Background: an optimization exercise with open tools, aiming at small area, a short achievable clock period and few clock cycles per item. Do not read the settings as production practice. Where RTL was checked, it was by simulation tests only, not by an equivalence proof against the original.

== orange ==
==> flow/design.v (excerpt) <==
module iir_df1_biquad_axis
#(
    parameter int unsigned coeff_width  = 16,
    parameter int unsigned inout_width  = 16,
    parameter int unsigned scale_factor = 14,
    parameter int          a1_int_coeff = -31880,
    parameter int          a2_int_coeff = 15531,
    parameter int          bo_int_coeff = 167,
    parameter int          b1_int_coeff = -302,
    parameter int          b2_int_coeff = 167
) (
    input  logic                          clk,
    input  logic                          rst,
    input  logic                          s_axis_tvalid,
    input  logic signed [inout_width-1:0] s_axis_tdata,
    output logic                          m_axis_tready,
    output logic signed [inout_width-1:0] m_axis_tdata,
    output logic                          m_axis_tvalid
);
    logic        v1_q, v2_q, v3_q, v4_q;  
    logic [15:0] hx1_q, hx2_q;            
    logic [15:0] y1_q, y2_q;              
    logic [15:0] yb_q;                    
    logic [17:0] r, t_d, t_q;
    logic [25:0] f_d, f_q;
    logic [31:0] g_d, g_q;
    logic [31:14] acc;
    logic [15:0] y_sat;
    iir_sum_r u_r (.x1(hx1_q), .x2(hx2_q), .s(r));
    iir_sum_t u_t (.x0(s_axis_tdata), .r(r), .s(t_d));
    iir_sum_f u_f (.t(t_q), .x1(hx2_q), .s(f_d));
    iir_sum_g u_g (.f(f_q), .y2(yb_q), .s(g_d));
    iir_sum_loop u_loop (.g(g_q), .y1(y1_q), .s(acc));
    iir_biquad_sat #(.acc_width(32), .inout_width(16), .scale_factor(14)) u_sat (
        .acc (acc),
        .y   (y_sat)
    );
    always_ff @(posedge clk) begin
        t_q <= t_d;
        f_q <= f_d;
        g_q <= g_d;
        if (rst) begin
            v1_q  <= 1'b0;
            v2_q  <= 1'b0;
  ...
Size in the first run: ~160 flip-flops, about 37 I/O pins, about 0.014 mm² of cells after synthesis.
Settings: LEC_CHECK=0, CAP_MARGIN=20, CORE_MARGIN=2, CORE_UTILIZATION=40, SETUP_SLACK_MARGIN=2.8, SLEW_MARGIN=20; clock period 7.0 ns.
run.sh (not shown) runs the stock make flow with config.mk's settings and CLKGATE_MAP_FILE= SYNTH_SCRIPT=/design/flow/synth_recipe.tcl, a recipe that flattens the netlist after the stock synthesis.
orange: full flow OK, the timing, design-rule and antenna checks passed
[inputs] red vs orange
Settings: clearing SETUP_SLACK_MARGIN, which used to be 2.8.
[summary]
| post-synthesis instance total | orange vs red | ≈ equal |. Max fraction of area in non-clock buffers across red and orange: orange. Looking at number of cells upsized or downsized after cts across red and orange, the one that comes out lower is red. dfxtp_1 as the cell with the biggest individual delay on the critical path was reported by red, and fa_1 by orange.
Function was not checked in any run of this note: the RTL went through the layout flow alone.


Another version of the RTL of iir_df1_biquad_axis (not shown whole).
For scale: about 1300 cells after synthesis, ~130 flip-flops, roughly 37 I/O pins, about 0.012 mm^2 of cells after synthesis.
// iir_df1_biquad_axis
module iir_df1_biquad_axis
#(
    parameter int unsigned coeff_width  = 16,
    parameter int unsigned inout_width  = 16,
    parameter int unsigned scale_factor = 14,
    parameter int          a1_int_coeff = -31880,
    parameter int          a2_int_coeff = 15531,
    parameter int          bo_int_coeff = 167,
    parameter int          b1_int_coeff = -302,
    parameter int          b2_int_coeff = 167
) (
    input  logic                          clk,
    input  logic                          rst,
    input  logic                          s_axis_tvalid,
    input  logic signed [inout_width-1:0] s_axis_tdata,
    output logic                          m_axis_tready,
    output logic signed [inout_width-1:0] m_axis_tdata,
    output logic                          m_axis_tvalid
);
export LEC_CHECK = 0
export ABC_AREA = 1
export CAP_MARGIN = 5
export CORE_MARGIN = 2
export CORE_UTILIZATION = 40
export CTS_BUF_LIST = sky130_fd_sc_hd__clkbuf_8
export SETUP_SLACK_MARGIN = 3.0
export SLEW_MARGIN = 5
export SYNTH_HIERARCHICAL = 1
export SYNTH_MINIMUM_KEEP_SIZE = 0
create_clock -name core_clock -period 7.0 [get_ports {clk}]
Testbench counts at the start, summed over its fixed seeds: cycles 24,024, items 24,000.
Rerun with:
- CAP_MARGIN: 5 -> 20
- SETUP_SLACK_MARGIN: 3.0 -> 3.35
- SLEW_MARGIN: 5 -> 20
Result:
- global-route usage stays flat
- utilization is higher by 1.3 points
- final area rises by 2.9%
- worst setup slack loses 20 ps
- synthesized area is unchanged
- synthesized cell count stays the same
Rerun with:
- GPL_ROUTABILITY_DRIVEN: not set -> 0
- SETUP_SLACK_MARGIN: 3.35 -> 3.0
Result:
- The changed run completed without violations
- clock skew barely changes
- sequential cell count is unchanged
- synthesized area stays the same
- register-to-register slack gets better by 20 ps
- clock-buffer cell count is unchanged
- critical path depth went down by 5
- routed wire length falls by a few percent
- via count drops slightly
- setup slack is better by 20 ps
- global-route usage stays flat
Rerun with:
- CTS_BUF_LIST: sky130_fd_sc_hd__clkbuf_8 -> not set
- GPL_ROUTABILITY_DRIVEN: 0 -> not set
Outcome: Core utilization goes up by 0.64 points; synthesized area is unchanged; cell area goes up by 1.4%; clock skew is about the same; via count hardly moves; wire length is about the same; register-to-register slack improved by 20 ps; count of clock-buffer cells in the layout does not change.


Setup of job 7516:
Another version of the RTL of iir_df1_biquad_axis (not shown whole).
For scale: about 130 flip-flops, roughly 37 I/O pins, about 12,000 um2 of cells after synthesis.
Settings: LEC_CHECK=0, ABC_AREA=1, CAP_MARGIN=20, CORE_MARGIN=2, CORE_UTILIZATION=40, SETUP_SLACK_MARGIN=3.2, SLEW_MARGIN=20, SYNTH_HIERARCHICAL=1, SYNTH_MINIMUM_KEEP_SIZE=0; clock period 7.0 ns.
Testbench counts of job 7516, summed over its fixed seeds: cycles 24,024, items 24,000.
Modified inputs, job 782 compared to job 7516
- a change of SETUP_SLACK_MARGIN from 3.2 to 3.45
[summary]
- Going from job 7516 to job 782, wire length reported by the detailed router grew by a few percent.
- Minimum period implied by the final worst setup slack down 0.029 ns in job 782 wrt job 7516
- Lower final layout net count was reported by job 7516, not job 782.
Changes in job 6693 relative to job 782:
- SETUP_SLACK_MARGIN: 3.45 -> 3.2
==> flow/flow/run.sh (new file) <==
#!/bin/bash
# The standard layout (standard.sh: the ORFS flow, standard synthesis included), with
# one change: the buffers placed on the input and output ports are buf_2 cells instead of
# the delay buffers buffer_ports picks by default. Every port still gets its buffer.
set -euo pipefail
export BUFFER_PORTS_ARGS="-buffer_cell sky130_fd_sc_hd__buf_2"
bash standard.sh finish > standard_flow.log 2>&1
==> flow/standard.sh (new file) <==
#!/bin/bash
# synth_recipe.tcl (not shown) runs the flow's synth.tcl, then flattens the netlist and writes it again
# the make line also repeats each setting of config.mk as NAME=value (left out here)
make -C /OpenROAD-flow-scripts/flow DESIGN_CONFIG=/design/flow/config.mk WORK_HOME=/design/flow/orfs CLKGATE_MAP_FILE= SYNTH_SCRIPT=/design/flow/synth_recipe.tcl "${@:-finish}"
removed: flow/run.sh
Job 6693: share of cells above drive strength 1 4.5 points below job 782
Job 782 -> job 6693: first-iteration DRC count decreased by a little under 10%
Going from job 782 to job 6693, hold slack shrinks by 0.0067 ns.
Total number of vias: job 6693 better than job 782
The run showing the greater cell count is job 782.
Job 782 → job 6693: logic depth of the worst register-to-register path lost 3; worst setup slack shows a reduction of 0.046 ns.
The capturing element of the worst setup path comes out yb_q[6]$_SDFFE_PP0P_ in one run and y1_q[0]$_SDFFE_PP0P_ in the other, namely in job 782 and job 6693 respectively.
Job 6693 ends up with a final critical-path required period that is 0.046 ns higher than in job 782.
First-pass iteration count of the detailed router: higher on job 782
Between job 782 and job 6693, the flow reports design area decreasing by a few percent.
Input changes introduced in job 6261 (baseline for comparison: job 6693):
- CTS_BUF_LIST: unset -> sky130_fd_sc_hd__clkbuf_4 sky130_fd_sc_hd__clkbuf_8
==> flow/run.sh (new file) <==
#!/bin/bash
# synth_recipe.tcl (not shown) runs the flow's synth.tcl, then flattens the netlist and writes it again
# the make line also repeats each setting of config.mk as NAME=value (left out here)
make -C /OpenROAD-flow-scripts/flow DESIGN_CONFIG=/design/flow/config.mk WORK_HOME=/design/flow/orfs CLKGATE_MAP_FILE= SYNTH_SCRIPT=/design/flow/synth_recipe.tcl finish
removed: flow/flow/run.sh
removed: flow/standard.sh
## What came out
Job 6693 → job 6261: global-route wire length before repair now sits higher, length of routed met2 wiring up 160 um.
Looking at job 6693 and job 6261, the met3 track utilization from global routing is a wash.
From job 6261 to job 6693, area of the placeable core did not move at all.
Per the comparison of job 6261 with job 6693, worst setup slack moved down; average routed wire per standard cell moved up.
Routed wire length (job 6261 vs. job 6693) increases slightly
Arrival time of data at the critical path endpoint for job 6261: 0.08 ns up relative to job 6693


Another version of the RTL of iir_df1_biquad_axis (not shown whole).
Size in the first run: roughly 130 flip-flops, about 37 I/O pins, roughly 12000 um^2 of cells after synthesis.
make LEC_CHECK=0 CAP_MARGIN=20 CORE_MARGIN=2 CORE_UTILIZATION=40 SETUP_SLACK_MARGIN=2.8 SLEW_MARGIN=20 finish   # period 7.0 ns
Stock flow here: none of the scripts above is used.
The starting point passed the timing, design-rule and antenna checks.
Testbench counts at the start, summed over its fixed seeds: cycles 24,024, items 24,000.
Next try:
ABC_AREA = 1   (was unset)
SETUP_SLACK_MARGIN = 3.3   (was 2.8)
The changed run completed with no timing, DRC or antenna violations. Wire length came out higher by 7.8%. Via count is higher by 11%.


## run 1
Another version of the RTL of iir_df1_biquad_axis (not shown whole).
Size: ~1300 cells after synthesis, roughly 140 flip-flops, ~12000 um^2 of cells after synthesis.
make LEC_CHECK=0 ABC_AREA=1 CAP_MARGIN=20 CORE_MARGIN=2 CORE_UTILIZATION=40 SETUP_SLACK_MARGIN=3.5 SLEW_MARGIN=20 SYNTH_HIERARCHICAL=1 SYNTH_MINIMUM_KEEP_SIZE=0 finish   # period 7.0 ns
Run 1 did not stop at any stage, and its layout met the timing, design-rule and antenna checks.
Testbench counts of run 1, summed over its fixed seeds: cycles 24,024, items 24,000.
What run 2 does differently from run 1 at the input level:
- SETUP_SLACK_MARGIN: 3.5 -> 3.0
--- outcome ---
- Diff run 2..run 1 | number of distinct library cells after synthesis | unchanged
- Compared with run 1, run 2 shows maximum fanout count along the critical path lower by 2.
- When the final numbers for run 2 and run 1 were put side by side, the worst hold slack turned out to be smaller in run 2.
- Sequential fraction of total cell area in run 2 vs run 1: up 1.3 points
- Run 2 ends up with lower flip-flop and latch area than run 1 does.
- Routed wire length (run 2 over run 1): decrease, about 5%
- In terms of latest clock arrival within the worst-skew pair, run 1 and run 2 differ only marginally.
Modified inputs, run 3 compared to run 2
- swapping 3.0 for 3.2 in SETUP_SLACK_MARGIN
==> run notes <==
Diff run 2 -> run 3 | total met3 wirelength after detailed routing | up by a few percent. The sequential share of cell area reported for run 3 is smaller than that of run 2 by 0.33 points. The minimum setup slack in the final design of run 3 exceeds that of run 2 by 0.11 ns. Run 2 and run 3 ended up with nearly the same worst hold slack. Summary: register-to-register slack, run 3 better than run 2. From run 2 to run 3, number of instances in the synthesized netlist did not move at all.

static timing again, ports no longer ideal:
The results above use ideal ports. As a check the final layouts listed here were re-extracted and re-timed, cells and wires unchanged. Step 1 assumes that a clkbuf_16 drives the clock port and a buf_2 every other input. Step 2 moves the port delays by t, midway between the first and last clock arrival at a register: inputs arrive t later, outputs are due t later. That takes back most of the time a late clock gives input paths. a / b / c = no drivers / after step 1 / after step 2; a / b = the first two.
run	shift t [ns]	setup WS [ns]	clock arrival spread, ns	cell pins on the clock port's net
orange	0.480	2.509 / 2.509 / 2.509	0.015 / 0.015	1
red	0.480	1.988 / 1.988 / 1.988	0.013 / 0.013	1
the first run of note 2	0.487	3.346 / 3.346 / 3.094	0.012 / 0.013	1
the second run of note 2	0.489	3.326 / 3.326 / 3.178	0.012 / 0.012	1
the third run of note 2	0.487	3.346 / 3.346 / 3.094	0.012 / 0.013	1
the fourth run of note 2	0.469	3.361 / 3.361 / 3.099	0.012 / 0.012	1
job 7516	0.472	3.377 / 3.377 / 3.079	0.015 / 0.015	1
job 782	0.473	3.406 / 3.406 / 3.150	0.016 / 0.015	1
job 6693	0.466	3.360 / 3.360 / 3.360	0.015 / 0.015	1
job 6261	0.492	3.333 / 3.333 / 3.053	0.021 / 0.020	1
the first run of note 4	0.473	2.562 / 2.562 / 2.547	0.010 / 0.010	1
the second run of note 4	0.468	3.164 / 3.164 / 2.980	0.012 / 0.012	1
run 1	0.462	3.318 / 3.318 / 3.126	0.014 / 0.014	1
run 2	0.468	3.111 / 3.111 / 2.843	0.017 / 0.017	1
run 3	0.466	3.221 / 3.221 / 2.927	0.014 / 0.015	1
After both steps setup and hold are still met in every run listed. The setup slack of job 7516, which loses most, moves by 0.000 ns with the drivers and by -0.298 ns with both steps.
